From an optimization exercise on the open Yosys and OpenROAD flow, aimed at small area; shortcuts taken in it are not production practice.
At most, simulation tests tie the RTL to the original design; equivalence was not proved.
Power is estimated from default activity; no workload was simulated.

==> inputs of run H <==
// tbu_top
module tbu_top (
  input  logic                 clk,
  input  logic                 sys_rst,
  input  logic                 in_valid,     
  input  tbu_pkg::stage_prev_t prev_state,
  input  tbu_pkg::stage_desc_t decision,
  output logic                 out_valid,
  output logic                 out_bit
);
==> module tbu_top, before the edit <==
module tbu_top (
  input  logic                 clk,
  input  logic                 sys_rst,
  input  logic                 in_valid,     
  input  tbu_pkg::stage_prev_t prev_state,
  input  tbu_pkg::stage_desc_t decision,
  output logic                 out_valid,
  output logic                 out_bit
);
  localparam int NS  = tbu_pkg::num_states;
  localparam int SW  = tbu_pkg::state_w;
  localparam int H   = tbu_pkg::half;
  localparam int BL  = tbu_pkg::blk_len;
  localparam int XM  = tbu_pkg::x_min;
  localparam int PL  = BL - SW;   
  tbu_pkg::row_t rows_q [NS];    
  tbu_pkg::row_t old_q  [NS];    
  tbu_pkg::row_t tmp_q  [H];     
  logic [H*SW-1:0] pbuf_q;       
  logic [H-1:0]    dbuf_q;       
  logic              ph_b;       
  tbu_pkg::blk_idx_t pos_q;      
  logic              have_prev;  
  tbu_pkg::state_t   ptr_q;      
  tbu_pkg::blk_idx_t rd_idx;
  logic              rd_active;
  tbu_pkg::state_t sel [H];
  logic            din [H];
  tbu_pkg::row_t   gat [H];
  tbu_pkg::row_t   nrow [H];
  always_comb begin
    for (int r = 0; r < H; r++) begin
      sel[r] = ph_b ? pbuf_q[r*SW +: SW] : prev_state[r*SW +: SW];
      din[r] = ph_b ? dbuf_q[r] : decision[r];
      gat[r] = rows_q[sel[r]];
      nrow[r][0] = din[r];
      nrow[r][PL-1:1] = gat[r][PL-2:0];
      if (pos_q == '0) begin
        nrow[r][BL-1:PL] = sel[r];
      end else if (pos_q < tbu_pkg::blk_idx_t'(XM)) begin
        nrow[r][BL-1:PL] = gat[r][BL-1:PL];
      end else begin
        nrow[r][BL-1:PL] = gat[r][BL-2:PL-1];
      end
    end
  end
  always_ff @(posedge clk) begin
    pbuf_q <= prev_state[NS*SW-1:H*SW];
    dbuf_q <= decision[NS-1:H];
    for (int r = 0; r < H; r++) tmp_q[r] <= nrow[r];
    if (ph_b) begin
      for (int r = 0; r < H; r++) begin
        rows_q[r]   <= tmp_q[r];
        rows_q[H+r] <= nrow[r];
      end
    end
    if (in_valid && pos_q == '0) begin
      for (int s = 0; s < NS; s++) old_q[s] <= rows_q[s];
    end
  end
  always_ff @(posedge clk) begin
    if (sys_rst) begin
      ph_b      <= 1'b0;
      pos_q     <= '0;
      have_prev <= 1'b0;
      rd_active <= 1'b0;
      rd_idx    <= '0;
    end else begin
      ph_b <= in_valid;
      if (ph_b) begin
        if (pos_q == tbu_pkg::blk_idx_t'(BL - 1)) begin
          pos_q     <= '0;
          have_prev <= 1'b1;
        end else begin
          pos_q <= pos_q + 1'b1;
        end
      end
      if (rd_active) begin
        if (rd_idx == '0) rd_active <= 1'b0;
        else              rd_idx    <= rd_idx - 1'b1;
      end
      if (in_valid && have_prev && pos_q == tbu_pkg::blk_idx_t'(XM - 1)) begin
        rd_active <= 1'b1;
        rd_idx    <= tbu_pkg::blk_idx_t'(BL - 1);
      end
    end
  end
  always_ff @(posedge clk) begin
    if (in_valid && pos_q == tbu_pkg::blk_idx_t'(XM - 1)) begin
      ptr_q <= nrow[0][BL-1:PL];
    end
  end
  always_ff @(posedge clk) begin
    if (sys_rst) out_valid <= 1'b0;
    else         out_valid <= rd_active;
    out_bit <= old_q[ptr_q][rd_idx];
  end
endmodule
Settings: LEC_CHECK=0, ABC_AREA=1, CAP_MARGIN=20, CORE_MARGIN=2, CORE_UTILIZATION=30, SLEW_MARGIN=20; clock period 5.0 ns.
standard.sh (not shown) runs the stock make flow with config.mk's settings and CLKGATE_MAP_FILE= SYNTH_SCRIPT=/design/flow/synth_recipe.tcl, a recipe that flattens the netlist after the stock synthesis.
==> flow/flow/run.sh <==
#!/bin/bash
# Standard layout with three changes:
#  - synthesis maps the logic with the area-oriented ABC script in
#    flow/abc_area.script (ABC_AREA must be 1); the synthesis script itself
#    and the flip-flop mapping are ORFS's own;
#  - the port buffers are the smallest buffer cell;
#  - clock tree synthesis uses small clock buffers and no dummy loads.
set -euo pipefail
W=$(pwd)
rm -rf "$W/scripts_synth"
cp -r "$FLOW_HOME/scripts" "$W/scripts_synth"
cp "$W/flow/abc_area.script" "$W/scripts_synth/abc_area.script"
bash standard.sh SCRIPTS_DIR="$W/scripts_synth" synth > "$W/synth.log" 2>&1
bash standard.sh \
  "BUFFER_PORTS_ARGS=-buffer_cell sky130_fd_sc_hd__buf_1" \
  "CTS_ARGS=-sink_clustering_enable -repair_clock_nets -dont_use_dummy_load -buf_list {sky130_fd_sc_hd__clkbuf_4 sky130_fd_sc_hd__clkbuf_8}" \
  > "$W/layout.log" 2>&1
==> flow/flow/abc_area.script <==
strash
&get -n
&fraig -x
&put
scorr
dc2
dretime
strash
&get -n
&dch -f
&nf -R 1000
&put
==> run Y: changes against run H <==
--- a/flow/design.v
+++ b/flow/design.v
@@ -47,12 +47,5 @@
       din[r] = ph_b ? dbuf_q[r] : decision[r];
-      gat[r] = rows_q[sel[r]];
-      nrow[r][0] = din[r];
-      nrow[r][PL-1:1] = gat[r][PL-2:0];
-      if (pos_q == '0) begin
-        nrow[r][BL-1:PL] = sel[r];
-      end else if (pos_q < tbu_pkg::blk_idx_t'(XM)) begin
-        nrow[r][BL-1:PL] = gat[r][BL-1:PL];
-      end else begin
-        nrow[r][BL-1:PL] = gat[r][BL-2:PL-1];
-      end
+      gat[r] = rows_q[sel[r]];   
+      nrow[r] = {gat[r][BL-2:0], din[r]};
+      if (pos_q == '0) nrow[r][SW:1] = sel[r];
     end
--- a/flow/flow/run.sh
+++ b/flow/flow/run.sh
@@ -6,3 +6,4 @@
 #  - the port buffers are the smallest buffer cell;
-#  - clock tree synthesis uses small clock buffers and no dummy loads.
+#  - clock tree synthesis uses clkbuf_8 buffers, clusters of up to 16
+#    flip-flops and no dummy loads.
 set -euo pipefail
@@ -15,3 +16,3 @@
   "BUFFER_PORTS_ARGS=-buffer_cell sky130_fd_sc_hd__buf_1" \
-  "CTS_ARGS=-sink_clustering_enable -repair_clock_nets -dont_use_dummy_load -buf_list {sky130_fd_sc_hd__clkbuf_4 sky130_fd_sc_hd__clkbuf_8}" \
+  "CTS_ARGS=-sink_clustering_enable -repair_clock_nets -dont_use_dummy_load -sink_clustering_size 16 -sink_clustering_max_diameter 50 -buf_list {sky130_fd_sc_hd__clkbuf_8}" \
   > "$W/layout.log" 2>&1
Settings changed: GPL_TIMING_DRIVEN set to 0.
==> results.txt <==
Of run H and run Y, run H has the higher cell area (gap 7.6%, measured against run Y). Clock power: run Y is smaller than run H (25%). In run H the first-iteration DRC count is larger than in run Y, by about 18%. Flip-flop and latch count is the same in run Y and run H. Core utilization: run H is higher than run Y (1.1 points).
For run H, only the layout was checked, not whether the RTL still works.

## re-timing with driven ports
No port has a modelled driver above. Below, the same layouts with a new extraction and two added sets of constraints. Step 1 (the two cells are an assumption about what drives the block):
set clk [get_ports {clk}]
set_driving_cell -lib_cell sky130_fd_sc_hd__clkbuf_16 $clk
set_driving_cell -lib_cell sky130_fd_sc_hd__buf_2 [delete_from_list [all_inputs] $clk]
Step 2 adds t to the input delays and takes it off the output delays; t is the mean of the earliest and latest rising clock arrival at the registers after step 1. Input paths then give back, and output paths get back, about the clock's delay inside the block. Slacks: no drivers / after step 1 / after step 2; pairs: no drivers / after step 1.
run	shift t [ns]	slack for setup (ns)	worst slew at a driven data input, ns
run H	0.728	1.150 / 1.150 / 1.039	0.04
run Y	0.691	0.770 / 0.770 / 0.770	0.04
After both steps every run listed still meets setup and hold. For run H, which loses most, drivers alone change the setup slack by 0.000 ns; drivers and shift together by -0.111 ns.
